This design comes from an exercise in tuning for small area and few clock cycles per item on the open sky130 flow, not from production work.
The RTL was checked by simulation tests, not by an equivalence proof against the original design.

## h2o_serial_accum
module h2o_serial_accum (
  input  logic               clk,
  input  logic               rst_n,
  input  logic signed [31:0] h_data,
  input  logic               h_valid,
  input  logic               h_last,
  output logic               h_ready,
  output logic signed [31:0] y_data,
  output logic               y_valid,
  input  logic               y_ready,
  output logic               frame_err
);
  logic [4:0]        r_idx;
  logic [33:0]       r_acc;
  logic              r_y_valid;
  logic              r_frame_err;
  logic              w_accept, w_at_last, w_frame_bad, w_first;
  logic [6:0]        w_one, w_two, w_neg;
  logic [6:0]        c_one, c_two, c_neg;
  logic [33:0]       w_acc_in;
  logic [33:0]       w_acc_nx;
  assign h_ready     = !r_y_valid || y_ready;
  assign w_accept    = h_valid && h_ready;
  assign w_at_last   = (r_idx == 5'd19);
  assign w_frame_bad = h_last != w_at_last;
  assign w_first     = (r_idx == 5'd0);
  always_comb begin
    c_one = '0; c_two = '0; c_neg = '0;
    case (r_idx)
      5'd0: begin c_one = 7'b0111000; c_two = 7'b0000100; c_neg = 7'b0010100; end   
      5'd1: begin c_one = 7'b0000001; c_two = 7'b0100000; c_neg = 7'b0100000; end   
      5'd2: begin c_one = 7'b0111000; c_two = 7'b0000101; c_neg = 7'b0000001; end   
      5'd3: begin c_one = 7'b1000100; c_two = 7'b0111000; c_neg = 7'b0101000; end   
      5'd4: begin c_one = 7'b1000010; c_two = 7'b0110100; c_neg = 7'b1010010; end   
      5'd5: begin c_one = 7'b1000000; c_two = 7'b0001001; c_neg = 7'b1000001; end   
      5'd6: begin c_one = 7'b1111010; c_two = 7'b0000101; c_neg = 7'b1000101; end   
      5'd7: begin c_one = 7'b1101001; c_two = 7'b0000010; c_neg = 7'b0001001; end   
      5'd8: begin c_one = 7'b0110001; c_two = 7'b1001010; c_neg = 7'b1001001; end   
  ...
==> flow/config.mk <==
export PLATFORM = sky130hd
export DESIGN_NAME = h2o_serial_accum
export DESIGN_NICKNAME = h2o_serial_accum
export VERILOG_FILES = /design/flow/design.v
export SDC_FILE = /design/flow/constraint.sdc
export NUM_CORES = 4
export LEC_CHECK = 0
export CAP_MARGIN = 20
export CORE_MARGIN = 2
export CORE_UTILIZATION = 40
export SLEW_MARGIN = 20
export SYNTH_HIERARCHICAL = 1
export SYNTH_MINIMUM_KEEP_SIZE = 0
==> flow/constraint.sdc <==
create_clock -name core_clock -period 8.0 [get_ports {clk}]
set_input_delay 1.6000 -clock core_clock [delete_from_list [all_inputs] [get_ports {clk}]]
set_output_delay 1.6000 -clock core_clock [all_outputs]
set_load 0.01 [all_outputs]
standard.sh (not shown) runs the stock make flow with config.mk's settings and CLKGATE_MAP_FILE= SYNTH_SCRIPT=/design/flow/synth_recipe.tcl, a recipe that flattens the netlist after the stock synthesis.
==> flow/flow/run.sh <==
#!/bin/bash
# The standard layout, with the smallest buffer on each port and, after
# global routing, non-critical cells sized down as far as timing allows.
set -euo pipefail
export BUFFER_PORTS_ARGS="-buffer_cell sky130_fd_sc_hd__buf_1"
export RECOVER_POWER=100
bash standard.sh > standard.log 2>&1
The starting point finished but fails on max-capacitance violations, max-slew violations.
Testbench counts at the start, summed over its fixed seeds: cycles 10,248, frames 512.
==> next run, changes <==
==> flow/flow/run.sh (replaced) <==
#!/bin/bash
# The standard layout, with the smallest buffer on each port.
set -euo pipefail
export BUFFER_PORTS_ARGS="-buffer_cell sky130_fd_sc_hd__buf_1"
bash standard.sh > standard.log 2>&1
Outcome:
- The new run completed without violations
- non-clock buffer count stays the same
- sequential cell count stays the same
- design area hardly moves
- routed wire length decreases slightly
- count of clock-buffer cells in the layout does not change
- synthesized area is unchanged
- clock skew is about the same
==> next run, changes <==
==> flow/run.sh (new file) <==
#!/bin/bash
# synth_recipe.tcl (not shown) runs the flow's synth.tcl, then flattens the netlist and writes it again
# the make line also repeats each setting of config.mk as NAME=value (left out here)
make -C /OpenROAD-flow-scripts/flow DESIGN_CONFIG=/design/flow/config.mk WORK_HOME=/design/flow/orfs CLKGATE_MAP_FILE= SYNTH_SCRIPT=/design/flow/synth_recipe.tcl finish
removed: flow/flow/run.sh
removed: flow/standard.sh
The new run passed the timing, design-rule and antenna checks.
Die area does not change.
Design area rises by 8.5%.
Cell count climbs by 3.0%.
Setup slack gains 58 ps.
Non-clock buffer count grows by 55.
==> next run, changes <==
==> flow/flow/run.sh (new file) <==
#!/bin/bash
# The standard layout, with the smallest buffer on each port.
set -euo pipefail
export BUFFER_PORTS_ARGS="-buffer_cell sky130_fd_sc_hd__buf_1"
bash standard.sh > standard.log 2>&1
==> flow/standard.sh (new file) <==
#!/bin/bash
# synth_recipe.tcl (not shown) runs the flow's synth.tcl, then flattens the netlist and writes it again
# the make line also repeats each setting of config.mk as NAME=value (left out here)
make -C /OpenROAD-flow-scripts/flow DESIGN_CONFIG=/design/flow/config.mk WORK_HOME=/design/flow/orfs CLKGATE_MAP_FILE= SYNTH_SCRIPT=/design/flow/synth_recipe.tcl "${@:-finish}"
Settings changed: GPL_TIMING_DRIVEN set to 0.
removed: flow/run.sh
After rerunning:
- area after synthesis is unchanged
- cell count falls by 2.1%
- routed wire length decreases by 0.54%
- die area stays the same
- sequential cell count is unchanged
- setup slack gets worse by 220 ps
- count of clock-buffer cells in the layout increases by 1

## separate check: timing with driven ports
The flow's constraints put no driver on any port. The routed layouts listed below were extracted and timed again, unchanged, in two steps.
Step 1: set_driving_cell puts a clkbuf_16 on clk and a buf_2 on each other input, an assumption about the parent block.
Step 2 moves the port delays by t, midway between the first and last clock arrival at a register: inputs arrive t later, outputs are due t later. That takes back most of the time a late clock gives input paths.
Three values: ideal ports, drivers, drivers and shift; two values: the first two.
run	t, ns	slack for setup (ns)	worst register clock-pin slew, ns	worst data-port slew with drivers (ns)
the first run	0.376	0.288 / 0.313 / -0.063	0.07 / 0.07	0.08
the second run	0.376	0.298 / 0.323 / -0.053	0.07 / 0.07	0.08
the third run	0.366	0.356 / 0.380 / 0.013	0.07 / 0.07	0.04
the fourth run	0.375	0.136 / 0.163 / -0.212	0.07 / 0.07	0.04
